Background: an optimization exercise with open tools, aiming at small area. Do not read the settings as production practice. The RTL was checked by simulation tests, not by an equivalence proof against the original design. No activity file was given, so power comes from the tool's default toggle rates.

== before ==
// maze_game_top
module maze_game_top(clock, reset, pixel_tick, player_x, player_y, direction, colour, x_out, y_out, stop, player_reset);
  input clock;
  wire clock;
  input reset;
  wire reset;
  input pixel_tick;
  wire pixel_tick;
  input [7:0] player_x;
  wire [7:0] player_x;
  input [6:0] player_y;
  wire [6:0] player_y;
  input [3:0] direction;
  wire [3:0] direction;
  output [5:0] colour;
  wire [5:0] colour;
  output [7:0] x_out;
  wire [7:0] x_out;
  output [6:0] y_out;
  wire [6:0] y_out;
  output stop;
  reg stop;
  output player_reset;
  wire player_reset;
  wire _0619_;
  wire _0620_;
  wire _0621_;
  wire _0622_;
  wire _0623_;
  wire _0624_;
  wire _0625_;
  wire _0626_;
  wire _0627_;
  wire _0628_;
  wire _0629_;
  wire _0630_;
  wire _0631_;
  wire _0632_;
  wire _0633_;
  wire _0634_;
  wire _0635_;
  wire _0636_;
  wire _0637_;
  wire _0638_;
  wire _0639_;
  wire _0640_;
  wire _0641_;
  wire _0642_;
  wire _0643_;
  wire _0644_;
  wire _0645_;
  wire _0646_;
  wire _0647_;
  wire _0648_;
  wire _0649_;
  wire _0650_;
  wire _0651_;
  wire _0652_;
  wire _0653_;
  wire _0654_;
  wire _0655_;
  wire _0656_;
  wire _0657_;
  wire _0658_;
  wire _0659_;
  wire _0660_;
  wire _0661_;
  wire _0662_;
  wire _0663_;
  wire _0664_;
  wire _0665_;
  wire _0666_;
  wire _0667_;
  wire _0668_;
  wire _0669_;
  wire _0670_;
  wire _0671_;
  wire _0672_;
  wire _0673_;
  wire _0674_;
  wire _0675_;
  wire _0676_;
  wire _0677_;
  wire _0678_;
  wire _0679_;
  wire _0680_;
  wire _0681_;
  wire _0682_;
  wire _0683_;
  wire _0684_;
  wire _0685_;
  wire _0686_;
  wire _0687_;
  wire _0688_;
  wire _0689_;
  wire _0690_;
  wire _0691_;
  wire _0692_;
  wire _0693_;
  wire _0694_;
  wire _0695_;
  wire _0696_;
  wire _0697_;
  wire _0698_;
  wire _0699_;
  wire _0700_;
  wire _0701_;
  ...
For scale: about 320 cells after synthesis, about 14 flip-flops, about 45 I/O pins, roughly 1700 sq um of cells after synthesis.
==> flow/config.mk <==
export PLATFORM = sky130hd
export DESIGN_NAME = maze_game_top
export DESIGN_NICKNAME = maze_game_top
export VERILOG_FILES = /design/flow/design.v
export SDC_FILE = /design/flow/constraint.sdc
export NUM_CORES = 4
export LEC_CHECK = 0
export CAP_MARGIN = 20
export CELL_PAD_IN_SITES_DETAIL_PLACEMENT = 1
export CELL_PAD_IN_SITES_GLOBAL_PLACEMENT = 2
export CORE_MARGIN = 2
export CORE_UTILIZATION = 30
export CTS_BUF_LIST = sky130_fd_sc_hd__clkbuf_4
export PLACE_DENSITY = 0.45
export SLEW_MARGIN = 20
export SYNTH_MEMORY_MAX_BITS = 8192
==> flow/constraint.sdc <==
create_clock -name core_clock -period 14.0 [get_ports {clock}]
set_input_delay 2.8000 -clock core_clock [delete_from_list [all_inputs] [get_ports {clock}]]
set_output_delay 2.8000 -clock core_clock [all_outputs]
set_load 0.01 [all_outputs]
standard.sh (not shown) runs the stock make flow with config.mk's settings and CLKGATE_MAP_FILE= SYNTH_SCRIPT=/design/flow/synth_recipe.tcl, a recipe that flattens the netlist after the stock synthesis.
==> flow/flow/run.sh <==
#!/bin/bash
# Own layout flow: the standard flow (standard.sh) with three changes:
#  - synthesis runs the standard flow's own script (synth_recipe.tcl, so the registers are the
#    standard synthesis's) but ABC maps the logic with an area-oriented script
#    (flow/area.abc) instead of the speed script, and without the delay target;
#  - no full/half-adder extraction before ABC (ADDER_MAP_FILE empty);
#  - the port buffers are the smallest buffer, sky130_fd_sc_hd__buf_1.
# Every tool's output goes to own_flow.log here, and ORFS's own logs to orfs/logs.
set -euo pipefail
W=$(pwd)
cat > "$W/own_synth.tcl" <<EOT
proc abc {args} {
	set i [lsearch -exact \$args -script]
	if {\$i >= 0} {
		set args [lreplace \$args \$i [expr {\$i + 1}] -script {$W/flow/area.abc}]
	}
	set j [lsearch -exact \$args -D]
	if {\$j >= 0} {
		set args [lreplace \$args \$j [expr {\$j + 1}]]
	}
	yosys abc {*}\$args
}
source {$W/synth_recipe.tcl}
EOT
grep -q 'SYNTH_SCRIPT=[^ ]*synth_recipe.tcl' standard.sh
sed -e "s#SYNTH_SCRIPT=[^ ]*synth_recipe.tcl#SYNTH_SCRIPT=$W/own_synth.tcl ADDER_MAP_FILE= 'BUFFER_PORTS_ARGS=-buffer_cell sky130_fd_sc_hd__buf_1'#" standard.sh > own.sh
bash own.sh finish > own_flow.log 2>&1
==> flow/flow/area.abc <==
strash
dch -f
map -a
strash
dch -f
map -a
topo
before | status: complete | timing, DRC, antenna: pass
Input-level comparison between after and before:
==> flow/flow/run.sh <==
#!/bin/bash
# Own layout flow: the standard flow (standard.sh) with three changes:
#  - synthesis runs the standard flow's own script (synth_recipe.tcl, so the registers are the
#    standard synthesis's), but ABC maps the logic with each of the area-oriented
#    scripts flow/map*.abc in turn (no delay target) and keeps the smallest result;
#  - no full/half-adder extraction before ABC (ADDER_MAP_FILE empty);
#  - the port buffers are the smallest buffer, sky130_fd_sc_hd__buf_1.
# make's output goes to own_flow.log here, and ORFS's own logs to orfs/logs.
set -euo pipefail
W=$(pwd)
SCRIPTS=$(ls "$W"/flow/map*.abc | tr '\n' ' ')
cat > "$W/own_synth.tcl" <<EOT
proc abc {args} {
	set i [lsearch -exact \$args -script]
	if {\$i >= 0} {
		set args [lreplace \$args \$i [expr {\$i + 1}]]
	}
	set j [lsearch -exact \$args -D]
	if {\$j >= 0} {
		set args [lreplace \$args \$j [expr {\$j + 1}]]
	}
	set k [lsearch -exact \$args -liberty]
	set lib [lindex \$args [expr {\$k + 1}]]
	yosys design -save pre_abc
	set best -1
	foreach script {$SCRIPTS} {
		yosys design -load pre_abc
		yosys abc -script \$script {*}\$args
		set s [yosys tee -q -s result.string stat -liberty \$lib]
		regexp {Chip area for module[^:]*:\s*([0-9.]+)} \$s -> area
		puts "own flow: ABC script \$script gives area \$area"
		if {\$best < 0 || \$area < \$best} {
			set best \$area
			set best_script \$script
		}
	}
	yosys design -load pre_abc
	yosys abc -script \$best_script {*}\$args
	puts "own flow: kept \$best_script, area \$best"
}
source {$W/synth_recipe.tcl}
EOT
grep -q 'SYNTH_SCRIPT=[^ ]*synth_recipe.tcl' standard.sh
sed -e "s#SYNTH_SCRIPT=[^ ]*synth_recipe.tcl#SYNTH_SCRIPT=$W/own_synth.tcl ADDER_MAP_FILE= 'BUFFER_PORTS_ARGS=-buffer_cell sky130_fd_sc_hd__buf_1'#" standard.sh > own.sh
bash own.sh finish > own_flow.log 2>&1
==> flow/flow/map1.abc (new file) <==
strash
dch -f
map -a
topo
==> flow/flow/map2.abc (new file) <==
strash
dch -f
map -a
strash
dch -f
map -a
topo
==> flow/flow/map3.abc (new file) <==
strash
dch -f
map -a
strash
dch -f
map -a
strash
dch -f
map -a
topo
==> flow/flow/map4.abc (new file) <==
strash
&get -n
&dch -f
&nf -R 1000
&put
topo
==> flow/flow/map5.abc (new file) <==
strash
&get -n
&dch -f
&nf -R 1000
&put
strash
dch -f
map -a
topo
==> flow/flow/map6.abc (new file) <==
strash
dch
map -a
topo
==> flow/flow/map7.abc (new file) <==
strash
amap
topo
removed: flow/flow/area.abc
--- outcome ---
Compare after and before | relative area change from synthesis to final layout higher: after
Diff before -> after | count of distinct cell types in the synthesized netlist | decrease of about 10%
As of after, cell area power density had risen by a few percent compared to before.
Compared before against after; routed wire length within noise.
On after: DRC violation total after the first TritonRoute iteration is 14 lower than what before gave.
after has completed all stages; timing, DRC and antenna checks passed.
Met3 usage in global routing: before vs after, no meaningful difference
Between before and after, the flow reports routed length on met1 decreasing by a few percent.
From before to after the numbers moved as follows: via-per-instance ratio now sits higher, time the final worst path needs with I/O delays and setup picked up an extra 0.025 ns, clock power increased by about 2% relative to the old numbers.

static timing again, ports no longer ideal:
The flow's constraints put no driver on any port. The routed layouts listed below were extracted and timed again, unchanged, in two steps.
Step 1, drivers: a clkbuf_16 drives clock and a buf_2 each remaining input, both assumed.
Step 2 times the ports against the registers' clock, not the clock port: input delays grow and output delays shrink by t, the midpoint of the rising clock arrivals with the driver on.
Three values: no drivers, after step 1, after step 2; two values: the first two.
run | t (ns) | slack for setup (ns) | worst hold slack (ns) | slew at the worst register clock pin (ns) | worst slew at a driven data input, ns
before | 0.310 | 7.340 / 7.318 / 7.318 | 0.524 / 0.524 / 0.524 | 0.10 / 0.10 | 0.03
after | 0.311 | 7.315 / 7.290 / 7.290 | 0.557 / 0.557 / 0.557 | 0.10 / 0.10 | 0.04
After both steps every run listed still meets setup and hold. For after, which loses most, drivers alone change the setup slack by -0.025 ns; drivers and shift together by -0.025 ns.
